This design comes from an exercise in tuning for small area, a short achievable clock period and few clock cycles on the open sky130 flow, not from production work. The RTL was checked by simulation tests, not by an equivalence proof against the original design. Power figures rest on the tool's default switching activity, not on a simulated workload.

--- flow/run.sh ---
#!/bin/bash
set -euo pipefail
sed 's|"\${@:-finish}"|SETUP_SLACK_MARGIN=6 "BUFFER_PORTS_ARGS=-buffer_cell sky130_fd_sc_hd__buf_4" "${@:-finish}"|' \
    standard.sh > flow_standard.sh
grep -q 'SETUP_SLACK_MARGIN=6' flow_standard.sh
bash flow_standard.sh finish > flow_make.log 2>&1
--- standard.sh ---
#!/bin/bash
# synth_recipe.tcl (not shown) runs the flow's synth.tcl, then flattens the netlist and writes it again
# the make line also repeats each setting of config.mk as NAME=value (left out here)
make -C /OpenROAD-flow-scripts/flow DESIGN_CONFIG=/design/flow/config.mk WORK_HOME=/design/flow/orfs CLKGATE_MAP_FILE= SYNTH_SCRIPT=/design/flow/synth_recipe.tcl "${@:-finish}"
--- constraint.sdc ---
create_clock -name core_clock -period 9.0 [get_ports {i_clk}]
set_input_delay 1.8000 -clock core_clock [delete_from_list [all_inputs] [get_ports {i_clk}]]
set_output_delay 1.8000 -clock core_clock [all_outputs]
set_load 0.01 [all_outputs]
--- config.mk ---
export PLATFORM = sky130hd
export DESIGN_NAME = path_dot_segment_normalizer
export DESIGN_NICKNAME = path_dot_segment_normalizer
export VERILOG_FILES = /design/flow/design.v
export SDC_FILE = /design/flow/constraint.sdc
export NUM_CORES = 4
export LEC_CHECK = 0
export ABC_CLOCK_PERIOD_IN_PS = 3000
export CAP_MARGIN = 20
export CORE_MARGIN = 2
export CORE_UTILIZATION = 60
export CTS_CLUSTER_DIAMETER = 60
export CTS_CLUSTER_SIZE = 30
export PLACE_DENSITY = 0.7
export SLEW_MARGIN = 20
export SYNTH_HIERARCHICAL = 1
export SYNTH_MEMORY_MAX_BITS = 16384
--- design.v ---
package pdsn_pkg;
    localparam int unsigned PDSN_PATH_BYTES = 256;
    localparam int unsigned LEN_W  = 11;
    localparam int unsigned BYTE_W = 8;
    localparam logic [BYTE_W-1:0] SLASH_CHAR = 8'h2F;
    localparam logic [BYTE_W-1:0] DOT_CHAR   = 8'h2E;
    localparam logic [1:0] KIND_BYTE = 2'd0;
    localparam logic [1:0] KIND_END  = 2'd1;
    localparam logic [1:0] KIND_READ = 2'd2;
    localparam logic [2:0] STAT_ACCEPT = 3'd0;
    localparam logic [2:0] STAT_DONE   = 3'd1;
    localparam logic [2:0] STAT_ROOT   = 3'd2;
    localparam logic [2:0] STAT_LEAD   = 3'd3;
    localparam logic [2:0] STAT_OVER   = 3'd4;
    localparam logic [2:0] STAT_READ   = 3'd5;
    localparam logic [1:0] MODE_PLAIN  = 2'd0;
    localparam logic [1:0] MODE_SLASH  = 2'd1;
    localparam logic [1:0] MODE_DOT    = 2'd2;
    localparam logic [1:0] MODE_DOTDOT = 2'd3;
    typedef enum logic [1:0] {
        ERR_NONE,
        ERR_ROOT,
        ERR_LEAD,
        ERR_OVER
    } t_err;
endpackage
module pdsn_ram (
    input  logic         i_clk,
    input  logic         i_we,
    input  logic [7:0]   i_waddr,
    input  logic [7:0]   i_wdata,
    input  logic [15:0]  i_rgroup,
    input  logic [15:0]  i_rbyte,
    output logic [7:0]   o_rdata,
    output logic [15:0]  o_slash
);
    logic [7:0] r_mem [256];
    logic [15:0] wg_sel, wb_sel;
    logic [15:0] rg_sel, rb_sel;
    assign rg_sel = i_rgroup;
    assign rb_sel = i_rbyte;
    logic [7:0]  word [16];
    always_comb begin
        for (int k = 0; k < 16; k++) begin
            wg_sel[k] = i_we && (i_waddr[7:4] == 4'(k));
            wb_sel[k] = (i_waddr[3:0] == 4'(k));
        end
    end
    for (genvar i = 0; i < 256; i++) begin : g_byte
        always_ff @(posedge i_clk) begin
            if (wg_sel[i / 16] && wb_sel[i % 16]) begin
                r_mem[i] <= i_wdata;
            end
        end
    end
    for (genvar j = 0; j < 16; j++) begin : g_word
        for (genvar b = 0; b < 8; b++) begin : g_bit
            logic [15:0] col;
            for (genvar g = 0; g < 16; g++) begin : g_col
                assign col[g] = r_mem[g * 16 + j][b];
            end
            pdsn_sel16 u_sel (
                .i_data (col),
                .i_sel  (rg_sel),
                .o_y    (word[j][b])
            );
        end
        assign o_slash[j] = (word[j] == 8'h2F);
    end
    always_comb begin
        o_rdata = '0;
        for (int j = 0; j < 16; j++) begin
            o_rdata = o_rdata | ({8{rb_sel[j]}} & word[j]);
        end
    end
endmodule
module pdsn_sel16 (
    input  logic [15:0] i_data,
    input  logic [15:0] i_sel,
    output logic        o_y
);
    logic [5:0] n;
    logic [1:0] p;
    for (genvar k = 0; k < 5; k++) begin : g_aoi
        pdsn_aoi222 u_aoi (
            .i_a (i_data[3 * k +: 3]),
            .i_b (i_sel[3 * k +: 3]),
            .o_n (n[k])
        );
    end
    pdsn_nand2 u_last (.i_a (i_data[15]), .i_b (i_sel[15]), .o_n (n[5]));
    pdsn_nand3 u_p0 (.i_a (n[2:0]), .o_n (p[0]));
    pdsn_nand3 u_p1 (.i_a (n[5:3]), .o_n (p[1]));
    assign o_y = p[0] | p[1];
endmodule
module pdsn_aoi222 (
    input  logic [2:0] i_a,
    input  logic [2:0] i_b,
    output logic       o_n
);
    assign o_n = ~|(i_a & i_b);
endmodule
module pdsn_nand2 (
    input  logic i_a,
    input  logic i_b,
    output logic o_n
);
    assign o_n = ~(i_a & i_b);
endmodule
module pdsn_nand3 (
    input  logic [2:0] i_a,
    output logic       o_n
);
    assign o_n = ~&i_a;
endmodule
import pdsn_pkg::*;
module path_dot_segment_normalizer #(
    parameter int unsigned PATH_BYTES = pdsn_pkg::PDSN_PATH_BYTES
) (
    input  logic             i_clk,
    input  logic             i_rst_n,
    input  logic             start,
    output logic             busy,
    input  logic [1:0]       i_kind,
    input  logic [7:0]       i_char_byte,
    input  logic [9:0]       i_read_index,
    output logic             o_strobe,
    output logic [2:0]       o_status,
    output logic [pdsn_pkg::LEN_W-1:0] o_path_length,
    output logic [7:0]       o_data_byte
);
    logic               a_valid;
    logic [1:0]         a_kind;
    logic [7:0]         a_char;
    logic               a_slash;         
    logic               a_dot;           
    logic [9:0]         a_index;
    logic [8:0]         r_wcount, n_wcount;
    logic [1:0]         r_mode, n_mode;
    logic               r_first, n_first;
    pdsn_pkg::t_err     r_err, n_err;
    logic [8:0]         r_final, n_final;
    logic [7:0]         r_last_slash, n_last_slash;
    logic [7:0]         r_prev_slash, n_prev_slash;    
    logic               r_prev_ok, n_prev_ok;          
    logic               r_scan;          
    logic               n_scan;
    logic               r_scan_fin, n_scan_fin;
    logic [3:0]         r_scan_grp, n_scan_grp;
    logic [3:0]         r_fetch_grp, n_fetch_grp;
    logic [15:0]        r_scan_hits;
    logic               r_strobe, n_strobe;
    logic [2:0]         r_status, n_status;
    logic [8:0]         r_len, n_len;
    logic [7:0]         r_data, n_data;
    logic               mem_we;
    logic               r_we;            
    logic [7:0]         r_waddr;
    logic [7:0]         r_wdata;
    logic               r_busy;          
    logic [3:0]         n_rgroup;
    logic [15:0]        r_rgroup_sel;    
    logic [15:0]        r_rbyte_sel;     
    logic [1:0]         next_kind;
    logic [9:0]         next_index;
    logic [7:0]         mem_rdata;
    logic [15:0]        mem_slash;
    logic               is_slash;
    logic               is_dot;
    logic [1:0]         next_mode;
    logic [15:0]        scan_mask;
    logic               collapse;
    logic               found;
    logic [8:0]         prev_len;
    logic [3:0]         hit_pos;
    logic [8:0]         found_len;
    logic               fin_lead;
    logic               read_hit;
    pdsn_ram u_buf (
        .i_clk    (i_clk),
        .i_we     (r_we),
        .i_waddr  (r_waddr),
        .i_wdata  (r_wdata),
        .i_rgroup (r_rgroup_sel),
        .i_rbyte  (r_rbyte_sel),
        .o_rdata  (mem_rdata),
        .o_slash  (mem_slash)
    );
    always_ff @(posedge i_clk) begin
        if (!i_rst_n) begin
            r_we <= 1'b0;
        end else begin
            r_we <= mem_we;
        end
        r_waddr <= r_wcount[7:0];
        r_wdata <= a_char;
    end
    assign busy = r_busy;
    always_ff @(posedge i_clk) begin
        if (!i_rst_n) begin
            a_valid <= 1'b0;
        end else if (!r_scan) begin
            a_valid <= start;
        end
        if (!r_scan) begin
            a_kind  <= i_kind;
            a_char  <= i_char_byte;
            a_slash <= (i_char_byte == SLASH_CHAR);
            a_dot   <= (i_char_byte == DOT_CHAR);
            a_index <= i_read_index;
        end
    end
    assign is_slash = a_slash;
    assign is_dot   = a_dot;
    always_comb begin
        unique case (r_mode)
            MODE_PLAIN: next_mode = is_slash ? MODE_SLASH : MODE_PLAIN;
            MODE_SLASH: next_mode = is_dot ? MODE_DOT : MODE_PLAIN;
            MODE_DOT:   next_mode = is_dot ? MODE_DOTDOT : MODE_PLAIN;
            default:    next_mode = MODE_PLAIN;
        endcase
    end
    assign collapse = a_valid && r_err == ERR_NONE && r_mode == MODE_DOTDOT
                      && r_wcount != 9'd3
                      && ((a_kind == KIND_BYTE && is_slash) || a_kind == KIND_END);
    assign next_kind  = r_scan ? a_kind : i_kind;
    assign next_index = r_scan ? a_index : i_read_index;
    always_comb begin
        if (n_scan) begin
            n_rgroup = n_fetch_grp;
        end else if (next_kind == KIND_READ) begin
            n_rgroup = next_index[7:4];
        end else begin
            n_rgroup = n_last_slash[7:4];
        end
    end
    always_ff @(posedge i_clk) begin
        for (int k = 0; k < 16; k++) begin
            r_rgroup_sel[k] <= (n_rgroup == 4'(k));
            r_rbyte_sel[k]  <= (next_index[3:0] == 4'(k));
        end
    end
    always_comb begin
        for (int j = 0; j < 16; j++) begin
            scan_mask[j] = r_scan || (4'(j) < r_last_slash[3:0]);
        end
    end
    always_ff @(posedge i_clk) begin
        r_scan_hits <= mem_slash & scan_mask;
    end
    always_comb begin
        hit_pos = 4'd0;
        for (int j = 0; j < 16; j++) begin
            if (r_scan_hits[j]) hit_pos = 4'(j);
        end
    end
    assign found     = (r_scan_hits != 16'd0) || (r_scan_grp == 4'd0);
    assign found_len = {1'b0, r_scan_grp, hit_pos} + 9'd1;
    assign prev_len = {1'b0, r_prev_slash} + 9'd1;
    assign fin_lead = r_first && r_err == ERR_NONE;
    assign read_hit = ({1'b0, a_index} < {2'b00, r_final});
    always_comb begin
        n_wcount   = r_wcount;
        n_mode     = r_mode;
        n_first    = r_first;
        n_err      = r_err;
        n_final    = r_final;
        n_scan     = 1'b0;
        n_scan_fin = r_scan_fin;
        n_scan_grp = r_scan_grp;
        n_fetch_grp = r_fetch_grp;
        n_last_slash = r_last_slash;
        n_prev_slash = r_prev_slash;
        n_prev_ok    = r_prev_ok;
        n_strobe   = 1'b0;
        n_status   = STAT_ACCEPT;
        n_len      = r_wcount;
        n_data     = '0;
        mem_we     = 1'b0;
        if (r_scan) begin
            if (found) begin
                n_strobe = 1'b1;
                n_len    = found_len;
                if (r_scan_fin) begin
                    n_status = STAT_DONE;
                    n_final  = found_len;
                    n_wcount = '0;
                    n_mode   = MODE_PLAIN;
                    n_first  = 1'b1;
                    n_err    = ERR_NONE;
                end else begin
                    n_wcount     = found_len;
                    n_mode       = MODE_SLASH;
                    n_last_slash = {r_scan_grp, hit_pos};
                    n_prev_ok    = 1'b0;
                end
            end else begin
                n_scan      = 1'b1;
                n_scan_grp  = r_fetch_grp;
                n_fetch_grp = r_fetch_grp - 4'd1;
            end
        end else if (collapse && r_prev_ok) begin
            n_strobe  = 1'b1;
            n_len     = prev_len;
            n_prev_ok = 1'b0;
            if (a_kind == KIND_END) begin
                n_status = STAT_DONE;
                n_final  = prev_len;
                n_wcount = '0;
                n_mode   = MODE_PLAIN;
                n_first  = 1'b1;
                n_err    = ERR_NONE;
            end else begin
                n_wcount     = prev_len;
                n_mode       = MODE_SLASH;
                n_last_slash = r_prev_slash;
            end
        end else if (collapse) begin
            n_scan      = 1'b1;
            n_scan_fin  = (a_kind == KIND_END);
            n_scan_grp  = r_last_slash[7:4];
            n_fetch_grp = r_last_slash[7:4] - 4'd1;
        end else if (a_valid) begin
            n_strobe = 1'b1;
            unique case (a_kind)
                KIND_BYTE: begin
                    n_first = 1'b0;
                    if (r_first && !is_slash) begin
                        n_err = ERR_LEAD;
                    end else if (r_err != ERR_NONE) begin
                        n_err = r_err;
                    end else if (is_slash && r_mode == MODE_SLASH) begin
                        n_mode = MODE_SLASH;
                    end else if (is_slash && r_mode == MODE_DOT) begin
                        n_wcount = r_wcount - 9'd1;
                        n_mode   = MODE_SLASH;
                    end else if (is_slash && r_mode == MODE_DOTDOT) begin
                        n_err = ERR_ROOT;
                    end else if (r_wcount[8]) begin
                        n_err = ERR_OVER;
                    end else begin
                        mem_we   = 1'b1;
                        n_wcount = r_wcount + 9'd1;
                        n_mode   = next_mode;
                        if (is_slash) begin
                            n_last_slash = r_wcount[7:0];
                            n_prev_slash = r_last_slash;
                            n_prev_ok    = !r_first;
                        end
                    end
                    n_len = n_wcount;
                end
                KIND_END: begin
                    if (fin_lead) begin
                        n_status = STAT_LEAD;
                        n_final  = '0;
                    end else begin
                        unique case (r_err)
                            ERR_ROOT: n_status = STAT_ROOT;
                            ERR_LEAD: n_status = STAT_LEAD;
                            ERR_OVER: n_status = STAT_OVER;
                            default:  n_status = STAT_DONE;
                        endcase
                        if (r_err != ERR_NONE) begin
                            n_final = '0;
                        end else if (r_mode == MODE_DOTDOT) begin
                            n_status = STAT_ROOT;
                            n_final  = '0;
                        end else if (r_mode == MODE_DOT) begin
                            n_final = r_wcount - 9'd1;
                        end else begin
                            n_final = r_wcount;
                        end
                    end
                    n_len    = n_final;
                    n_wcount = '0;
                    n_mode   = MODE_PLAIN;
                    n_first  = 1'b1;
                    n_err    = ERR_NONE;
                end
                KIND_READ: begin
                    n_status = STAT_READ;
                    n_len    = r_final;
                    n_data   = read_hit ? mem_rdata : '0;
                end
                default: begin
                end
            endcase
        end
    end
    always_ff @(posedge i_clk) begin
        if (!i_rst_n) begin
            r_wcount <= '0;
            r_mode   <= MODE_PLAIN;
            r_first  <= 1'b1;
            r_err    <= ERR_NONE;
            r_final  <= '0;
            r_scan   <= 1'b0;
            r_busy   <= 1'b0;
            r_strobe <= 1'b0;
        end else begin
            r_wcount <= n_wcount;
            r_mode   <= n_mode;
            r_first  <= n_first;
            r_err    <= n_err;
            r_final  <= n_final;
            r_scan   <= n_scan;
            r_busy   <= n_scan;
            r_strobe <= n_strobe;
        end
        r_scan_fin <= n_scan_fin;
        r_scan_grp <= n_scan_grp;
        r_fetch_grp <= n_fetch_grp;
        r_last_slash <= n_last_slash;
        r_prev_slash <= n_prev_slash;
        r_prev_ok    <= n_prev_ok;
        r_status   <= n_status;
        r_len      <= n_len;
        r_data     <= n_data;
    end
    assign o_strobe      = r_strobe;
    assign o_status      = r_status;
    assign o_path_length = {{(pdsn_pkg::LEN_W - 9){1'b0}}, r_len};
    assign o_data_byte   = r_data;
endmodule
==> results of run 1 <==
-- final cells by class --
cell class	instances	share of cell area, %
Inverter	34	0.142
Clock buffer	145	3.91
Clock inverter	102	1.37
Multi-Input combinational cell	2202	17.5
Sequential cell	2207	72.6
Tap cell	1768	2.47
Timing Repair Buffer	138	2.00
Antenna cell	8	0.0223
-- stage by stage --
stage	utilization, %	power [mW]	hold slack, ps	setup WS, ps	instance area [µm²]
floorplan	-	11.9	323	6010	80700
global placement	62.4	12.2	330	5150	83300
finish	67.2	18.9	344	5810	89600
global route	67.1	19.3	355	5770	89600
detailed placement	62.4	12.2	329	5170	83300
CTS	66.6	18.9	349	5770	88800
-- cell usage after synthesis, types with 6 or more instances --
master / count / area, µm²
o211ai_1: 8 / 60.1
nor2b_1: 22 / 138
nand3_1: 292 / 1460
clkbuf_1: 44 / 165
o21ai_0: 39 / 195
nand4_1: 18 / 113
o21a_1: 6 / 45.0
nand4b_1: 17 / 149
nand2_1: 231 / 867
and3_1: 8 / 50.1
a21o_1: 9 / 67.6
nand4bb_1: 14 / 158
dfxtp_1: 129 / 2580
buf_1: 11 / 41.3
a221oi_1: 37 / 324
and2_1: 11 / 68.8
nor2_1: 365 / 1370
or2_1: 128 / 801
buf_2: 26 / 130
a21boi_0: 21 / 158
a21oi_1: 55 / 275
mux2i_1: 19 / 190
xnor2_1: 12 / 105
mux2_2: 9 / 101
edfxtp_1: 2078 / 62400
a222oi_1: 641 / 6420
buf_4: 17 / 128
a22o_1: 32 / 280
xor2_1: 12 / 105
inv_1: 33 / 124
nor4_1: 8 / 50.1
nand2b_1: 15 / 93.8
nor3_1: 26 / 130
ha_1: 21 / 263
a211oi_1: 11 / 82.6
o22ai_1: 8 / 50.1
a22oi_1: 8 / 60.1
a32oi_1: 6 / 52.6
-- worst min path at each step --
| stage | start | end | slack, ps | depth (start not counted) |
|---|---|---|---|---|
| after floorplan | a_char[0]$_DFFE_PN_ | r_wdata[0]$_DFF_P_ | 320 | 0 |
| after global placement | a_char[3]$_DFFE_PN_ | r_wdata[3]$_DFF_P_ | 330 | 0 |
| after detailed placement | a_char[1]$_DFFE_PN_ | r_wdata[1]$_DFF_P_ | 330 | 0 |
| after CTS | a_char[1]$_DFFE_PN_ | r_wdata[1]$_DFF_P_ | 350 | 0 |
| after global routing | a_char[1]$_DFFE_PN_ | r_wdata[1]$_DFF_P_ | 350 | 0 |
| final | a_char[1]$_DFFE_PN_ | r_wdata[1]$_DFF_P_ | 340 | 0 |
-- worst reg2reg max path, stage by stage, from the launching register on --
cell and delay (ps):
dfxtp_1 390, and3b_1 350, nand3_2 990, nor2_1 1080
-- Yosys stat by module, one instance, submodules excluded --
module                       times used  flip-flops and latches  cells inside  area, µm²
pdsn_nand2                          128                       0             1       3.75
pdsn_sel16                          128                       0             1       6.26
pdsn_ram                              1                    2048          2517      63900
path_dot_segment_normalizer           1                     159           871       7800
pdsn_nand3                          256                       0             1       5.00
pdsn_aoi222                         640                       0             1       10.0
-- sequential cells by signal, summed over array words and instances (netlist names), 2 cells and up --
| signal | flops |
|---|---|
| r_waddr | 8 |
| r_rgroup_sel | 16 |
| r_err | 2 |
| u_buf.r_mem | 2048 |
| r_data | 8 |
| a_kind | 2 |
| a_index | 10 |
| a_char | 8 |
| r_last_slash | 8 |
| r_rbyte_sel | 16 |
| r_final | 9 |
| r_wcount | 9 |
| r_status | 3 |
| r_fetch_grp | 4 |
| r_scan_grp | 4 |
| r_wdata | 8 |
| r_prev_slash | 8 |
| r_mode | 2 |
| r_scan_hits | 16 |
| r_len | 9 |
-- cells by family (layout without fill, tap and decap cells) --
family,after synthesis,in the layout
buffers and inverters,132,419
XOR/XNOR,24,24
other,1,10
adder cells (fa/ha/maj),21,21
AND/OR/NAND/NOR,1198,1198
AO/OA/AOI/OAI,926,926
flip-flops,2207,2207
multiplexers,31,31
-- what timing repair did --
action | in CTS | in global routing
cloned | 2 | 2
gates resized for setup | 120 | 58
buffers inserted | 10 | 28
setup endpoints to repair | 102 | 123
pin swaps | 7 | 16
-- per-layer routing --
layer | part of all wire, % | routed length (µm) | vias up
li1 | - | - | 19800
met1 | 36 | 83700 | 24500
met2 | 45 | 103000 | 3713
met3 | 14 | 31900 | 491
met4 | 4.7 | 10800 | 10
met5 | 0.064 | 147 | -
-- report_power, final --
part | switching [mW] | internal (mW)
Sequential | 0.0819 | 11.2
Clock | 3.61 | 3.24
Combinational | 0.553 | 0.228
Total | 4.25 | 14.7
==> flow_summary.json, run 1 <==
{
  "r2r_setup_slack_ps": 5830,
  "yosys.area_share.simple_pct": 7.20,
  "cts_hold_buf": 0,
  "path_class": "register to output port",
  "grt_pass1_wl_um": 317000,
  "ys_seq_area_share_pct": 80.5,
  "ys_warn_count": 11,
  "post-route-period-util_pct": 35.4,
  "leakagePower_nw": 28.0,
  "layout_commonest_cell": "edfxtp_1",
  "gp_congestion": 0.994,
  "drt-vias-per-instance": 7.34,
  "ys_async_sr_fraction_pct": 0,
  "drt_iter0_drc": 10500,
  "outcome": "timing/DRC/antenna clean",
  "drive_above_1_share_pct": 11.1,
  "grt_util_met1_pct": 46.2,
  "slew_headroom_pct": 16.5,
  "drc_errors": 0,
  "fin_setup_tns_ps": 0,
  "wire_per_inst_um": 34.8,
  "synth_edf_count": 2078,
  "synth_area_mm2": 0.0807,
  "dieHeight_um": 371,
  "cts_buffers": 133,
  "yosysUniqueCellTypes": 89,
  "cap_viol_max_count": 0,
  "worst_pin_slew_ps": 1250,
  "use_met2_pct": 48.2,
  "grt_pass1_vias": 44800,
  "max_freq_ghz": 0.313,
  "muxShareOfSynthArea_pct": 0.417,
  "synth_top_family_by_area": "compound AO/OA/AOI/OAI gates",
  "synth.avg_cell_area_um2": 17.8,
  "ys_dominant_reg_cell": "edfxtp_1",
  "cp_top_family": "flip-flops",
  "root_buffer": "clkbuf_16",
  "die_w_um": 371,
  "syn_inst": 4540,
  "ir_drop_mv": 0.152,
  "num_vias": 48500,
  "r2r-start": "r_waddr[7]$_DFF_P_",
  "core.rowCount": 134,
  "setup_viol": 0,
  "fp.dieArea_mm2": 0.137,
  "seqCellArea_mm2": 0.0651,
  "required_ps": 7200,
  "min_path_type": "register to register",
  "r2r_end": "u_buf.r_mem[190][3]$_DFFE_PP_",
  "critPathCapture": "busy",
  "start_util_pct": 60.5,
  "crit_buf_inv": 2,
  "worst_skew_pair.late_latency_ps": 820,
  "synth_xor_area_share_pct": 0.261,
  "clockBufferDepth": 3,
  "pwr_density_cell_mw_per_mm2": 211,
  "arrival_ps": 1390,
  "syn2layout_area_growth_pct": 11.1,
  "worst_path_max_delay_cell": "dfxtp_4",
  "io_buffers": 44,
  "dp.cells": 6304,
  "drv_slew": 0,
  "critPathMaxStageDelay_ps": 370,
  "clk_pin_slew_ps": 80,
  "finalHoldViolations": 0,
  "hpwlAfterDp_um": 127000,
  "yosys_register_bits": 2207,
  "first_pass_iters": 13,
  "nets": 4760,
  "io_pins": 47,
  "grt_overflow": 0,
  "finalCriticalPeriod_ps": 3190,
  "multi_input_area_mm2": 0.0156,
  "top_usage_layer": "met2",
  "drt_wl_total_um": 230000,
  "core-area_mm2": 0.133,
  "end_kind": "output port",
  "path_depth": 2,
  "cp_max_fo": 2,
  "cts_num_sinks": 2207,
  "rsz0062_at_grt": "true",
  "fillers": 8734,
  "grt_max_degree": 219,
  "ant_nets": 0,
  "use_met3_pct": 7.48,
  "final_cells": 6604,
  "crit_start": "r_busy$_SDFF_PN0_",
  "cts.htree.levels": 4,
  "synth_compound_area_share_pct": 10.5,
  "start_kind": "register",
  "grtUsageTotal_pct": 32.1,
  "antenna_found_initial": 11,
  "crit_chain": "buf_16, buf_6",
  "synth_fa_ha_area_share_pct": 0.326,
  "r2r.worst_path.cells": 3,
  "tritoncts": "done",
  "finClkSkew_ps": 43.9,
  "layout_common_cells": "edfxtp_1, a222oi_1, nor2_1"
}
Testbench counts, summed over its fixed seeds: cycles 22,325.
==> inputs of run 2 (changes only) <==
==> run.sh (new file) <==
#!/bin/bash
# synth_recipe.tcl (not shown) runs the flow's synth.tcl, then flattens the netlist and writes it again
# the make line also repeats each setting of config.mk as NAME=value (left out here)
make -C /OpenROAD-flow-scripts/flow DESIGN_CONFIG=/design/flow/config.mk WORK_HOME=/design/flow/orfs CLKGATE_MAP_FILE= SYNTH_SCRIPT=/design/flow/synth_recipe.tcl finish
--- a/config.mk
+++ b/config.mk
@@ -13,4 +13,5 @@
 export CTS_CLUSTER_SIZE = 30
 export PLACE_DENSITY = 0.7
+export SETUP_SLACK_MARGIN = 5
 export SLEW_MARGIN = 20
 export SYNTH_HIERARCHICAL = 1
removed: flow/run.sh
removed: standard.sh
==> run 2 against run 1 <==
- still clean on timing, DRC and antenna
- flip-flop and latch count unchanged
- synthesized cell count unchanged
- via count down 2.2%
- clock power decreased by 3%
- maximum frequency shrank 21%
- combinational power decreased by about 10%
- wire length down 6.4%
- critical endpoint is now r_data[1]$_SDFF_PP0_
- highest routed layer unchanged
==> flow_summary.json, run 2 <==
{
  "slew_headroom_pct": 18.0,
  "ant_nets": 0,
  "worst_skew_pair.late_latency_ps": 800,
  "nets": 4731,
  "synth_area_mm2": 0.0807,
  "r2r_end": "r_data[1]$_SDFF_PP0_",
  "fillers": 8982,
  "ir_drop_mv": 0.191,
  "cts_num_sinks": 2207,
  "final_cells": 6562,
  "min_path_type": "register to register",
  "dr.max_layer_used": "met5",
  "dieHeight_um": 371,
  "crit_start": "r_rgroup_sel[0]$_DFF_P_",
  "r2r-start": "r_rgroup_sel[0]$_DFF_P_",
  "critPathCapture": "r_data[1]$_SDFF_PP0_",
  "r2r_setup_slack_ps": 4940,
  "yosysMostFrequentCell": "edfxtp_1",
  "setup_viol": 0,
  "fin_setup_tns_ps": 0,
  "ys_dominant_reg_cell": "edfxtp_1",
  "path_class": "register to register",
  "grt_max_degree": 211,
  "wl_met2_um": 98200,
  "first_pass_iters": 14,
  "wire_per_inst_um": 32.8,
  "max_freq_ghz": 0.247,
  "largest_reg_flops": 2048,
  "end_kind": "register",
  "grt_pass1_vias": 44000,
  "drt_wl_total_um": 215000,
  "worst_pin_slew_ps": 1230,
  "synth.top_cell.area_share_pct": 77.3,
  "core.rowCount": 134,
  "num_vias": 47400,
  "cp_max_fo": 43,
  "grtUsageTotal_pct": 31.1,
  "drt_iter0_drc": 9675,
  "finalCriticalPeriod_ps": 4060,
  "fp.dieArea_mm2": 0.137,
  "r2r.worst_path.cells": 9,
  "route.met3.wl_um": 27100,
  "start_kind": "register",
  "drv_slew": 0,
  "worst_hold_slack_ps": 347,
  "layout_commonest_cell": "edfxtp_1",
  "synthTopCellsByCount": "edfxtp_1, a222oi_1, nor2_1",
  "post-route-period-util_pct": 45.1,
  "finalHoldViolations": 0,
  "wl_met1_um": 81400,
  "io_pins": 47,
  "cts_hold_buf": 0,
  "pwr_density_cell_mw_per_mm2": 212,
  "ys_warn_count": 11,
  "synth.avg_cell_area_um2": 17.8,
  "layout_common_cells": "edfxtp_1, a222oi_1, nor2_1",
  "synth.area.top_cells": "edfxtp_1, a222oi_1, dfxtp_1",
  "outcome": "timing/DRC/antenna clean",
  "post_cts_resized": 0,
  "drc_errors": 0,
  "clockBufferDepth": 3,
  "synth_top_area_cell": "edfxtp_1",
  "fin_total_pwr_mw": 18.7,
  "drt-vias-per-instance": 7.23,
  "tritoncts": "done",
  "cap_viol_max_count": 0,
  "grt_pass1_wl_um": 308000,
  "core-area_mm2": 0.133,
  "io_buffers": 44,
  "antenna_found_initial": 10,
  "start_util_pct": 60.5,
  "finClkSkew_ps": 38.5,
  "gp_congestion": 0.961,
  "cts_buffers": 134,
  "grt_overflow": 0,
  "drive_above_1_share_pct": 7.87,
  "rsz0062_at_grt": "false",
  "hpwlAfterDp_um": 127000,
  "clk_pin_slew_ps": 80,
  "required_ps": 9660,
  "die_w_um": 371,
  "cts_setup_buffers": 0,
  "leakagePower_nw": 27.4,
  "arrival_ps": 4720,
  "yosys_register_bits": 2207,
  "top_register": "u_buf.r_mem",
  "root_buffer": "clkbuf_16",
  "synth_edf_count": 2078,
  "dp.cells": 6319,
  "syn2layout_area_growth_pct": 9.22,
  "yosysUniqueCellTypes": 89,
  "cts.htree.levels": 4,
  "ys_seq_area_share_pct": 80.5,
  "syn_inst": 4540,
  "ys_async_sr_fraction_pct": 0
}
[run 2: worst min path at each step]
stage                     cells after the start                  to  slack, ps                start
after detailed placement                      0  r_wdata[3]$_DFF_P_        330  a_char[3]$_DFFE_PN_
after global routing                          0  r_wdata[6]$_DFF_P_        350  a_char[6]$_DFFE_PN_
after floorplan                               0  r_wdata[0]$_DFF_P_        320  a_char[0]$_DFFE_PN_
after global placement                        0  r_wdata[0]$_DFF_P_        330  a_char[0]$_DFFE_PN_
after CTS                                     0  r_wdata[6]$_DFF_P_        350  a_char[6]$_DFFE_PN_
final                                         0  r_wdata[6]$_DFF_P_        350  a_char[6]$_DFFE_PN_
[run 2: area by class of cell]
class	count	area [µm²]	area share [%]
Antenna cell	4	10.0	0.0114
Clock buffer	148	3510	3.98
Clock inverter	91	1020	1.16
Inverter	34	128	0.145
Multi-Input combinational cell	2202	15200	17.2
Sequential cell	2207	65100	73.8
Tap cell	1768	2210	2.51
Timing Repair Buffer	108	1000	1.13
[run 2: logic make-up after synthesis]
kind of cell | share of synthesized area, %
compound gates | 10.5
xor+xnor | 0.261
fa+ha+maj | 0.326
buf+inv | 0.733
flops | 80.5
mux | 0.417
other cells | 0.00465
simple gates | 7.20
[run 2: power by group]
| part | total [mW] | leakage, nW | switching [mW] | internal [mW] |
|---|---|---|---|---|
| clock | 6.67 | 2.18 | 3.50 | 3.17 |
| sequential | 11.3 | 19.8 | 0.0770 | 11.2 |
| combinational | 0.699 | 5.47 | 0.502 | 0.197 |
| total | 18.7 | 27.4 | 4.08 | 14.6 |
[run 2: Yosys stat by module (local to each module, per instance)]
module,flops+latches,cell area (µm²),times used
path_dot_segment_normalizer,159,7800,1
pdsn_sel16,0,6.26,128
pdsn_nand2,0,3.75,128
pdsn_nand3,0,5.00,256
pdsn_aoi222,0,10.0,640
pdsn_ram,2048,63900,1
[run 2: layer usage]
metal,GRT usage (%),vias up
li1,-,19700
met1,45.6,23900
met2,46.5,3362
met3,6.85,412
met4,11.2,12
met5,0,-
[run 2: worst max-delay path, cell delays in order (launching register included)]
cell and delay [ps]:
dfxtp_4 470, buf_4 310, buf_4 360, a222oi_1 420
nand3_1 100, or2_1 300, a22o_1 280, a221oi_1 880
nand4_1 480, o2111a_1 270
[run 2: per-stage QoR]
| step | area [µm²] | worst slack (ps) | util, % |
|---|---|---|---|
| 6_report | 88100 | 4940 | 66.0 |
| 5_1_grt | 88100 | 5020 | 66.0 |
| 4_1_cts | 88100 | 5230 | 66.0 |
| 3_5_place_dp | 83600 | 5290 | 62.6 |
| 3_3_place_gp | 83600 | 5250 | 62.6 |
| 2_1_floorplan | 80700 | 5680 | - |
==> inputs of run 3 (changes only) <==
--- a/design.v
+++ b/design.v
@@ -81,5 +81,5 @@
 );
     logic [5:0] n;
-    logic [1:0] p;
+    logic       a;
     for (genvar k = 0; k < 5; k++) begin : g_aoi
         pdsn_aoi222 u_aoi (
@@ -90,7 +90,6 @@
     end
     pdsn_nand2 u_last (.i_a (i_data[15]), .i_b (i_sel[15]), .o_n (n[5]));
-    pdsn_nand3 u_p0 (.i_a (n[2:0]), .o_n (p[0]));
-    pdsn_nand3 u_p1 (.i_a (n[5:3]), .o_n (p[1]));
-    assign o_y = p[0] | p[1];
+    pdsn_and3 u_a (.i_a (n[2:0]), .o_y (a));
+    pdsn_nand4 u_y (.i_a ({a, n[5:3]}), .o_n (o_y));
 endmodule
 module pdsn_aoi222 (
@@ -108,6 +107,12 @@
     assign o_n = ~(i_a & i_b);
 endmodule
-module pdsn_nand3 (
+module pdsn_and3 (
     input  logic [2:0] i_a,
+    output logic       o_y
+);
+    assign o_y = &i_a;
+endmodule
+module pdsn_nand4 (
+    input  logic [3:0] i_a,
     output logic       o_n
 );
==> flow/run.sh (new file) <==
#!/bin/bash
set -euo pipefail
sed 's|"\${@:-finish}"|SETUP_SLACK_MARGIN=6 "BUFFER_PORTS_ARGS=-buffer_cell sky130_fd_sc_hd__buf_4" "${@:-finish}"|' \
    standard.sh > flow_standard.sh
grep -q 'SETUP_SLACK_MARGIN=6' flow_standard.sh
bash flow_standard.sh finish > flow_make.log 2>&1
==> standard.sh (new file) <==
#!/bin/bash
# synth_recipe.tcl (not shown) runs the flow's synth.tcl, then flattens the netlist and writes it again
# the make line also repeats each setting of config.mk as NAME=value (left out here)
make -C /OpenROAD-flow-scripts/flow DESIGN_CONFIG=/design/flow/config.mk WORK_HOME=/design/flow/orfs CLKGATE_MAP_FILE= SYNTH_SCRIPT=/design/flow/synth_recipe.tcl "${@:-finish}"
--- a/config.mk
+++ b/config.mk
@@ -9,9 +9,8 @@
 export CAP_MARGIN = 20
 export CORE_MARGIN = 2
-export CORE_UTILIZATION = 60
+export CORE_UTILIZATION = 70
 export CTS_CLUSTER_DIAMETER = 60
 export CTS_CLUSTER_SIZE = 30
-export PLACE_DENSITY = 0.7
-export SETUP_SLACK_MARGIN = 5
+export PLACE_DENSITY = 0.78
 export SLEW_MARGIN = 20
 export SYNTH_HIERARCHICAL = 1
removed: run.sh
==> run 3 against run 2 <==
- synthesized cell count fell by 3.0%
- core utilization grew 12 points
- sequential share of layout area is 0.77 points lower
- hold slack got worse by 1.7 ps
- clock-buffer cell count rose by 4
- global-route usage grew 7.8 points
- wire length up 8.2%
- highest routed layer unchanged
==> flow_summary.json, run 3 <==
{
  "outcome": "timing/DRC/antenna clean",
  "grt_max_degree": 229,
  "ys_async_sr_fraction_pct": 0,
  "wire_per_inst_um": 37.4,
  "ys_dominant_reg_cell": "edfxtp_1",
  "first_pass_iters": 14,
  "synth.avg_cell_area_um2": 18.2,
  "synth_edf_count": 2078,
  "ant_nets": 0,
  "syn_inst": 4402,
  "synth.top_cell.area_share_pct": 77.7,
  "ir_drop_mv": 0.222,
  "yosysMostFrequentCell": "edfxtp_1",
  "drv_slew": 0,
  "fillers": 5957,
  "worst_pin_slew_ps": 1250,
  "finClkSkew_ps": 45.2,
  "required_ps": 9660,
  "grtUsageTotal_pct": 38.9,
  "r2r_setup_slack_ps": 5870,
  "layout_common_cells": "edfxtp_1, a222oi_1, nor2_1",
  "setup_viol": 0,
  "drt-vias-per-instance": 7.94,
  "clk_pin_slew_ps": 80,
  "cts.htree.levels": 4,
  "fp.dieArea_mm2": 0.117,
  "leakagePower_nw": 27.1,
  "core-area_mm2": 0.114,
  "max_freq_ghz": 0.320,
  "die_w_um": 343,
  "layout_commonest_cell": "edfxtp_1",
  "cp_max_fo": 12,
  "end_kind": "register",
  "use_met3_pct": 10.9,
  "clockBufferDepth": 3,
  "root_buffer": "clkbuf_16",
  "use_met2_pct": 58.7,
  "multi_input_area_mm2": 0.0152,
  "core.rowCount": 124,
  "r2r_end": "r_data[5]$_SDFF_PP0_",
  "r2r-start": "r_rgroup_sel[0]$_DFF_P_",
  "rsz0062_at_grt": "true",
  "slew_headroom_pct": 16.5,
  "drt_iter0_drc": 12200,
  "drive_above_1_share_pct": 11.9,
  "grt_pass1_vias": 45800,
  "grt_util_met1_pct": 52.8,
  "hpwlAfterDp_um": 129000,
  "hp-start": "a_char[1]$_DFFE_PN_",
  "r2r.worst_path.cells": 7,
  "syn2layout_area_growth_pct": 11.0,
  "seqCellArea_mm2": 0.0651,
  "drt_wl_total_um": 233000,
  "grt_overflow": 0,
  "ys_warn_count": 11,
  "drc_errors": 0,
  "synth_top_area_cell": "edfxtp_1",
  "start_kind": "register",
  "yosysUniqueCellTypes": 93,
  "final_cells": 6229,
  "synthTopCellsByCount": "edfxtp_1, a222oi_1, nor2_1",
  "whs_path_depth": 0,
  "antenna_found_initial": 10,
  "start_util_pct": 70.4,
  "fin_setup_tns_ps": 0,
  "post-route-period-util_pct": 34.8,
  "arrival_ps": 3780,
  "grt_pass1_wl_um": 323000,
  "dieHeight_um": 343,
  "min_path_type": "register to register",
  "dp.cells": 5913,
  "top_register": "u_buf.r_mem",
  "io_buffers": 44,
  "cap_viol_max_count": 0,
  "synth.area.top_cells": "edfxtp_1, a222oi_1, dfxtp_1",
  "largest_reg_flops": 2048,
  "gp_congestion": 0.953,
  "min_to": "r_wdata[1]$_DFF_P_",
  "nets": 4654,
  "synth_area_mm2": 0.0803,
  "tritoncts": "done",
  "io_pins": 47,
  "worst_skew_pair.late_latency_ps": 800,
  "cts_buffers": 134,
  "path_class": "register to register",
  "ys_seq_area_share_pct": 80.9,
  "cts_num_sinks": 2207,
  "yosys_register_bits": 2207,
  "pwr_density_cell_mw_per_mm2": 212,
  "finalHoldViolations": 0,
  "top_usage_layer": "met2",
  "finalCriticalPeriod_ps": 3130,
  "num_vias": 49500
}
## run 3: cells by family after synthesis
group                    Yosys count  share of synthesized area (%)
flip-flops                      2207                           80.9
AND/OR/NAND/NOR                 1047                           6.58
AO/OA/AOI/OAI                    940                           10.8
buffers and inverters            136                          0.760
multiplexers                      27                          0.352
XOR/XNOR                          23                          0.251
adder cells (fa/ha/maj)           21                          0.327
other                              1                        0.00467
## run 3: how the worst max path moves through the flow
stage | startpoint | end | slack, ps
floorplan | i_kind[0] | r_rgroup_sel[7]$_DFF_P_ | 6020
global placement | r_rgroup_sel[5]$_DFF_P_ | r_scan_hits[0]$_DFF_P_ | 4810
detailed placement | r_rgroup_sel[5]$_DFF_P_ | r_scan_hits[0]$_DFF_P_ | 4790
CTS | r_data[6]$_SDFF_PP0_ | o_data_byte[6] | 5900
global route | r_data[6]$_SDFF_PP0_ | o_data_byte[6] | 5890
finish | r_rgroup_sel[0]$_DFF_P_ | r_data[5]$_SDFF_PP0_ | 5870
## run 3: power breakdown
group	total, mW	internal (mW)	leakage [nW]	switching (mW)
clock network	6.72	3.22	2.23	3.50
logic	0.867	0.264	5.12	0.604
registers	11.3	11.2	19.8	0.0934
## run 3: cell type report
| class | instances | share of cell area [%] |
|---|---|---|
| antenna | 1 | 0.00281 |
| clock buffer | 152 | 4.01 |
| clock inverter | 90 | 1.15 |
| inverter | 37 | 0.156 |
| multi-input combinational | 2060 | 17.1 |
| sequential | 2207 | 73.1 |
| tap | 1512 | 2.12 |
| timing repair buffer | 170 | 2.39 |
## run 3: through the flow
stage / utilization, % / total power [mW] / cell area [µm²] / setup WS [ps] / hold WS, ps
2_1_floorplan: - / 11.9 / 80400 / 6020 / 323
3_3_place_gp: 72.5 / 12.2 / 82700 / 4810 / 328
3_5_place_dp: 72.5 / 12.3 / 82700 / 4790 / 331
4_1_cts: 77.5 / 18.8 / 88400 / 5900 / 348
5_1_grt: 78.2 / 19.2 / 89100 / 5890 / 359
6_report: 78.2 / 18.9 / 89100 / 5870 / 345
## run 3: layer usage
metal	wire length, µm	part of all wire [%]	up-vias
li1	-	-	19600
met1	74400	32	24200
met2	106000	45	4873
met3	37800	16	791
met4	14500	6.2	18
met5	136	0.058	-
## run 3: worst max-delay path, stage by stage, from the launching register on
cell and delay [ps]:
dfxtp_4 460, buf_12 180, a222oi_1 420, and3_1 380, nand4_1 430, a221oi_2 690
nand4_1 210, and3_1 220
## run 3: per-module statistics from Yosys (local to each module, per instance), excerpt
module / flops+latches / cells
pdsn_ram: 2048 / 2517
path_dot_segment_normalizer: 159 / 861
pdsn_aoi222: 0 / 1
pdsn_and3: 0 / 1
pdsn_nand4: 0 / 1
pdsn_nand2: 0 / 1
## run 3: timing repair
action | CTS | global route
gates cloned | 2 | 4
setup buffers | 31 | 34
resized for setup | 134 | 60
pin swaps | 16 | 23
hold buffers | 0 | 0
endpoints found under the setup margin | 467 | 375
Testbench counts of run 3, summed over its fixed seeds: cycles 22,325.
==> inputs of run 4 (changes only) <==
--- a/design.v
+++ b/design.v
@@ -402,5 +402,5 @@
             r_final  <= '0;
             r_scan   <= 1'b0;
-            r_busy   <= 1'b0;
+            r_busy   <= 1'b1;
             r_strobe <= 1'b0;
         end else begin
--- a/config.mk
+++ b/config.mk
@@ -9,8 +9,8 @@
 export CAP_MARGIN = 20
 export CORE_MARGIN = 2
-export CORE_UTILIZATION = 70
+export CORE_UTILIZATION = 60
 export CTS_CLUSTER_DIAMETER = 60
 export CTS_CLUSTER_SIZE = 30
-export PLACE_DENSITY = 0.78
+export PLACE_DENSITY = 0.7
 export SLEW_MARGIN = 20
 export SYNTH_HIERARCHICAL = 1
==> run 4 against run 3 <==
- global-route usage fell by 7.1 points
- cell area fell by 0.14%
- highest routed layer unchanged
- clock-buffer cell count fell by 3
- critical path type is now register to output port
- largest cell class unchanged
- sequential share of layout area up 0.13 points
==> flow_summary.json, run 4 <==
{
  "root_buffer": "clkbuf_16",
  "syn_inst": 4434,
  "drc_errors": 0,
  "leakagePower_nw": 26.9,
  "max_freq_ghz": 0.317,
  "crit_buf_inv": 1,
  "ant_nets": 0,
  "yosysUniqueCellTypes": 81,
  "p_sw_share_pct": 23.0,
  "min_to": "r_wdata[6]$_DFF_P_",
  "p_int_mw": 14.8,
  "path_class": "register to output port",
  "start_util_pct": 60.3,
  "core-area_mm2": 0.133,
  "min_path_type": "register to register",
  "hp-start": "a_char[6]$_DFFE_PN_",
  "finClkSkew_ps": 38.2,
  "finalCriticalPeriod_ps": 3150,
  "r2r.worst_path.cells": 3,
  "ys_warn_count": 11,
  "arrival_ps": 1350,
  "final_cells": 6480,
  "largest_reg_flops": 2048,
  "dieHeight_um": 370,
  "drive_above_1_share_pct": 11.7,
  "cp_max_fo": 1,
  "pwr-share-comb_pct": 5.3,
  "top_register": "u_buf.r_mem",
  "clk_pin_slew_ps": 90,
  "drt_iter0_drc": 9640,
  "cts.htree.levels": 4,
  "first_pass_iters": 13,
  "grt_max_degree": 212,
  "fp.dieArea_mm2": 0.137,
  "cts_hold_buf": 0,
  "critPathMaxStageDelay_ps": 430,
  "grt_overflow": 0,
  "core.rowCount": 134,
  "hpwlAfterDp_um": 130000,
  "whs_path_depth": 0,
  "end_kind": "output port",
  "antenna_found_initial": 7,
  "clock_power_share_pct": 35.7,
  "synthTopCellsByCount": "edfxtp_1, a222oi_1, nor2_1",
  "ys_async_sr_fraction_pct": 0,
  "ys_dominant_reg_cell": "edfxtp_1",
  "cap_viol_max_count": 0,
  "rsz0062_at_grt": "true",
  "grtUsageTotal_pct": 31.8,
  "worst_skew_pair.late_latency_ps": 810,
  "ir_drop_mv": 0.206,
  "num_vias": 48000,
  "crit_chain": "buf_6",
  "clockBufferDepth": 3,
  "layout_common_cells": "edfxtp_1, a222oi_1, nor2_1",
  "synth.area.top_cells": "edfxtp_1, a222oi_1, dfxtp_1",
  "yosysMostFrequentCell": "edfxtp_1",
  "dp.cells": 6208,
  "layout_commonest_cell": "edfxtp_1",
  "setup_viol": 0,
  "io_pins": 47,
  "start_kind": "register",
  "wire_per_inst_um": 34.1,
  "slew_headroom_pct": 7.30,
  "drt-vias-per-instance": 7.40,
  "required_ps": 7200,
  "post-route-period-util_pct": 35.0,
  "r2r-start": "r_waddr[0]$_DFF_P_",
  "r2r_end": "u_buf.r_mem[188][1]$_DFFE_PP_",
  "synth_top_area_cell": "edfxtp_1",
  "cp_top_family": "flip-flops",
  "yosys_register_bits": 2208,
  "fin_util_pct": 66.9,
  "syn2layout_area_growth_pct": 10.9,
  "cts_num_sinks": 2208,
  "worst_path_max_delay_cell": "dfxtp_4",
  "cts_buffers": 135,
  "die_w_um": 370,
  "synth.top_cell.area_share_pct": 77.7,
  "fin_setup_tns_ps": 0,
  "outcome": "timing/DRC/antenna clean",
  "pwr_density_cell_mw_per_mm2": 215,
  "switching_power_mw": 4.40,
  "grt_pass1_vias": 44700,
  "synth_edf_count": 2078,
  "ys_seq_area_share_pct": 81.0,
  "seqPwrFrac_pct": 59.1,
  "tritoncts": "done",
  "grt_pass1_wl_um": 314000,
  "io_buffers": 44,
  "gp_congestion": 0.949,
  "finalHoldViolations": 0,
  "crit_start": "r_data[6]$_SDFF_PP0_",
  "drt_wl_total_um": 221000,
  "synth_area_mm2": 0.0803,
  "drv_slew": 0,
  "worst_pin_slew_ps": 1390,
  "synth.avg_cell_area_um2": 18.1,
  "fin_total_pwr_mw": 19.2,
  "r2r_setup_slack_ps": 5880,
  "nets": 4650
}
==> run 4: layer usage <==
metal	track usage (%)	vias to the layer above	routed length, µm
li1	-	19700	-
met1	44.8	24400	81900
met2	49.3	3384	103000
met3	6.56	488	26400
met4	12.9	6	9810
met5	0	-	39
==> run 4: what timing repair did <==
| item | in CTS | in global routing |
|---|---|---|
| resized for setup | 136 | 92 |
| pin swaps | 8 | 29 |
| setup buffers | 6 | 22 |
| setup endpoints to repair | 204 | 387 |
==> run 4: power groups by stage <==
| stage | combinational [mW] | clock, mW | sequential [mW] |
|---|---|---|---|
| finish | 1.01 | 6.84 | 11.3 |
| global route | 1.03 | 7.23 | 11.3 |
| CTS | 0.947 | 6.89 | 11.3 |
| detailed placement | 0.894 | 0 | 11.6 |
| global placement | 0.883 | 0 | 11.6 |
| floorplan | 0.389 | 0 | 11.6 |
==> run 4: logic make-up (layout without fill, tap and decap cells) <==
family          Yosys count  in the layout  synth area share (%)
simple gates           1065           1065                  6.65
mux                      22             22                 0.284
fa+ha+maj                21             21                 0.327
xor+xnor                 20             20                 0.218
compound gates          949            949                  10.7
other cells               1              4               0.00467
flops                  2208           2208                  81.0
buf+inv                 148            423                 0.821
==> run 4: through the flow <==
stage	setup slack (ps)	area [µm²]	hold WS, ps
6_report	5850	89000	348
5_1_grt	5810	89000	357
3_5_place_dp	5150	83100	328
4_1_cts	5820	88500	350
2_1_floorplan	5960	80400	323
3_3_place_gp	5090	83100	328
==> run 4: worst max-delay path by stage <==
stage / to / slack, ps / depth (start not counted)
after global placement: r_rgroup_sel[12]$_DFF_P_ / 5090 / 7
final: o_data_byte[6] / 5850 / 1
after detailed placement: r_rgroup_sel[12]$_DFF_P_ / 5150 / 7
after floorplan: r_rgroup_sel[0]$_DFF_P_ / 5960 / 5
after global routing: u_buf.r_mem[236][7]$_DFFE_PP_ / 5810 / 3
after CTS: o_data_byte[6] / 5820 / 1
==> run 4: cell type report <==
type	count	area, µm²
tap	1768	2210
inverter	42	160
timing repair buffer	140	1480
clock buffer	149	3580
antenna	2	5.00
multi-input combinational	2079	15300
clock inverter	92	1120
sequential	2208	65200
fill	8770	44100
==> run 4: per-module statistics from Yosys, one instance, submodules excluded, excerpt <==
module / cells inside / flops+latches / copies in the design / cell area, µm²
pdsn_and3: 1 / 0 / 128 / 6.26
pdsn_nand2: 1 / 0 / 128 / 3.75
pdsn_ram: 2517 / 2048 / 1 / 63900
pdsn_nand4: 1 / 0 / 128 / 6.26
path_dot_segment_normalizer: 893 / 160 / 1 / 7880
pdsn_aoi222: 1 / 0 / 640 / 10.0
Testbench counts of run 4, summed over its fixed seeds: cycles 22,325.
==> inputs of run 5 (changes only) <==
==> flow/run.sh (replaced) <==
#!/bin/bash
set -euo pipefail
sed 's|"\${@:-finish}"|SETUP_SLACK_MARGIN=6 "BUFFER_PORTS_ARGS=-buffer_cell sky130_fd_sc_hd__buf_4" "CTS_ARGS=-sink_clustering_enable -repair_clock_nets -sink_clustering_size 30 -sink_clustering_max_diameter 60 -dont_use_dummy_load" "${@:-finish}"|' \
    standard.sh > flow_standard.sh
grep -q 'dont_use_dummy_load' flow_standard.sh
bash flow_standard.sh finish > flow_make.log 2>&1
==> run 5 against run 4 <==
- maximum frequency barely moved
- via count fell by 0.80%
- still clean on timing, DRC and antenna
- critical path type unchanged
- clock power fell by 17%
==> flow_summary.json, run 5 <==
{
  "ir_drop_mv": 0.209,
  "root_buffer": "clkbuf_16",
  "r2r_end": "u_buf.r_mem[163][0]$_DFFE_PP_",
  "seqPwrFrac_pct": 62.8,
  "wire_per_inst_um": 34.5,
  "synth_top_area_cell": "edfxtp_1",
  "num_vias": 47600,
  "io_pins": 47,
  "rsz0062_at_grt": "true",
  "critPathMaxStageDelay_ps": 420,
  "cts_num_sinks": 2208,
  "worst_hold_slack_ps": 344,
  "fin_setup_tns_ps": 0,
  "dp_worst_setup_slack_ps": 5150,
  "synth.top_cell.area_share_pct": 77.7,
  "yosys_register_bits": 2208,
  "syn2layout_area_growth_pct": 9.23,
  "pwr-share-comb_pct": 5.6,
  "grt_pass1_wl_um": 312000,
  "yosysMostFrequentCell": "edfxtp_1",
  "fin_util_pct": 65.9,
  "p_int_mw": 14.2,
  "cts_hold_buf": 0,
  "crit_chain": "buf_6",
  "grt_pass1_vias": 44500,
  "multi_input_area_mm2": 0.0153,
  "leakagePower_nw": 26.3,
  "grt_max_degree": 212,
  "finClkSkew_ps": 74.3,
  "core.rowCount": 134,
  "r2r-start": "r_waddr[3]$_DFF_P_",
  "seqCellArea_mm2": 0.0652,
  "drc_errors": 0,
  "io_buffers": 44,
  "cp_top_family": "flip-flops",
  "cap_viol_max_count": 0,
  "clk_pin_slew_ps": 90,
  "path_class": "register to output port",
  "synth.avg_cell_area_um2": 18.1,
  "cp_max_fo": 1,
  "synth_compound_area_share_pct": 10.7,
  "dpl_cell_area_mm2": 0.0831,
  "slew_headroom_pct": 9.67,
  "p_sw_share_pct": 21.3,
  "drive_above_1_share_pct": 9.74,
  "synth_top_family_by_area": "compound AO/OA/AOI/OAI gates",
  "whs_path_depth": 0,
  "start_kind": "register",
  "synthTopCellsByCount": "edfxtp_1, a222oi_1, nor2_1",
  "core-area_mm2": 0.133,
  "fin_total_pwr_mw": 18.0,
  "finalCriticalPeriod_ps": 3150,
  "tritoncts": "done",
  "layout_common_cells": "edfxtp_1, a222oi_1, nor2_1",
  "clock_power_share_pct": 31.6,
  "required_ps": 7200,
  "r2r_setup_slack_ps": 5940,
  "ys_warn_count": 11,
  "nets": 4655,
  "final_cells": 6378,
  "r2r.worst_path.cells": 3,
  "largest_reg_flops": 2048,
  "hp-start": "a_char[6]$_DFFE_PN_",
  "crit_buf_inv": 1,
  "cts.htree.levels": 4,
  "final_area_mm2": 0.0877,
  "synth_edf_count": 2078,
  "cts_buffers": 135,
  "synth_xor_area_share_pct": 0.218,
  "fp.dieArea_mm2": 0.137,
  "pwr_density_cell_mw_per_mm2": 206,
  "clockBufferDepth": 3,
  "finalHoldViolations": 0,
  "dieHeight_um": 370,
  "yosys.area_share.simple_pct": 6.65,
  "drt_wl_total_um": 220000,
  "drt-vias-per-instance": 7.46,
  "min_path_type": "register to register",
  "post-route-period-util_pct": 35.0,
  "gp_congestion": 0.949,
  "fillers": 8900,
  "grtUsageTotal_pct": 31.6,
  "synth_fa_ha_area_share_pct": 0.327,
  "syn_inst": 4434,
  "start_util_pct": 60.3,
  "antenna_found_initial": 10,
  "drv_slew": 0,
  "worst_pin_slew_ps": 1350,
  "min_to": "r_wdata[6]$_DFF_P_",
  "grt_overflow": 0,
  "first_pass_iters": 13,
  "layout_commonest_cell": "edfxtp_1",
  "muxShareOfSynthArea_pct": 0.284,
  "worst_path_max_delay_cell": "dfxtp_4",
  "setup_viol": 0,
  "ys_dominant_reg_cell": "edfxtp_1",
  "worst_skew_pair.late_latency_ps": 810,
  "drt_iter0_drc": 9627,
  "die_w_um": 370,
  "max_freq_ghz": 0.317,
  "arrival_ps": 1350,
  "ant_nets": 0,
  "dp.cells": 6208,
  "ys_async_sr_fraction_pct": 0,
  "yosysUniqueCellTypes": 81,
  "switching_power_mw": 3.85,
  "top_register": "u_buf.r_mem",
  "hpwlAfterDp_um": 130000,
  "synth_area_mm2": 0.0803,
  "timing.final.ws_setup_ps": 5850,
  "end_kind": "output port",
  "synth.area.top_cells": "edfxtp_1, a222oi_1, dfxtp_1",
  "ys_seq_area_share_pct": 81.0,
  "outcome": "timing/DRC/antenna clean"
}
==> run 5: worst reg2reg max path, delay by kind of cell (launching register included) <==
family           cells  cell delay (ps)
AND/OR/NAND/NOR      3             2220
flip-flops           1              440
==> run 5: kinds of logic after synthesis <==
family                   after synthesis
other                                  1
buffers and inverters                148
flip-flops                          2208
adder cells (fa/ha/maj)               21
AND/OR/NAND/NOR                     1065
XOR/XNOR                              20
multiplexers                          22
AO/OA/AOI/OAI                        949
==> run 5: timing repair <==
item / 4_1_cts / 5_1_grt
gates cloned: 0 / 1
pin swaps: 11 / 21
setup endpoints to repair: 204 / 218
setup buffers: 6 / 26
gates resized for setup: 136 / 81
==> run 5: worst max path at each step <==
stage,depth (start not counted),to,start
floorplan,5,r_rgroup_sel[0]$_DFF_P_,i_kind[0]
global placement,7,r_rgroup_sel[12]$_DFF_P_,i_kind[0]
detailed placement,7,r_rgroup_sel[12]$_DFF_P_,i_kind[0]
CTS,1,o_data_byte[6],r_data[6]$_SDFF_PP0_
global route,1,o_data_byte[6],r_data[6]$_SDFF_PP0_
finish,1,o_data_byte[6],r_data[6]$_SDFF_PP0_
==> run 5: layout make-up <==
class | count | area share, %
Antenna cell | 1 | 0.00285
Inverter | 42 | 0.183
Multi-Input combinational cell | 2079 | 17.4
Clock buffer | 135 | 3.85
Timing Repair Buffer | 145 | 1.72
Tap cell | 1768 | 2.52
Sequential cell | 2208 | 74.3
==> run 5: power by group through the flow <==
stage,registers (mW),clock network [mW],logic (mW)
2_1_floorplan,11.6,0,0.389
3_3_place_gp,11.6,0,0.883
3_5_place_dp,11.6,0,0.894
4_1_cts,11.3,5.74,0.943
5_1_grt,11.3,6.07,1.03
6_report,11.3,5.70,1.00
==> run 5: metal layers <==
| metal | global-route usage, % | part of all wire (%) | wire [µm] |
|---|---|---|---|
| met1 | 44.9 | 37 | 81200 |
| met2 | 49.1 | 47 | 102000 |
| met3 | 6.38 | 12 | 26600 |
| met4 | 12.3 | 4.5 | 9800 |
| met5 | 0 | 0.052 | 114 |
==> run 5: Yosys stat by module (local to each module, per instance), excerpt <==
module,flops+latches,cells inside
path_dot_segment_normalizer,160,893
pdsn_and3,0,1
pdsn_aoi222,0,1
pdsn_nand2,0,1
pdsn_nand4,0,1
pdsn_ram,2048,2517

afterwards: timing with drivers on the ports:
Ports are ideal in the flow. The routed layouts listed here were re-timed in OpenROAD. Step 1: set_driving_cell puts a clkbuf_16 on i_clk and a buf_2 on each other input, an assumption about the parent block. Step 2 also shifts input and output timing later by t, the mid clock arrival at the registers, as if the neighbouring blocks saw the same clock. a / b / c = ideal / step 1 / step 2; a / b = the first two.
run	t, ns	slack for setup (ns)	worst hold slack (ns)	slew at the worst register clock pin (ns)	cell pins on the clock port's net
run 1	0.883	5.810 / 5.727 / 5.523	0.344 / 0.344 / 0.344	0.11 / 0.11	1
run 2	0.857	4.944 / 4.944 / 4.944	0.347 / 0.347 / 0.347	0.11 / 0.11	1
run 3	0.851	5.872 / 5.817 / 5.519	0.345 / 0.345 / 0.345	0.11 / 0.11	1
run 4	0.872	5.850 / 5.767 / 5.457	0.348 / 0.348 / 0.348	0.10 / 0.10	1
run 5	0.856	5.849 / 5.765 / 5.409	0.344 / 0.344 / 0.344	0.10 / 0.10	1
After both steps every run listed still meets setup and hold. For run 5, which loses most, drivers alone change the setup slack by -0.084 ns; drivers and shift together by -0.440 ns.
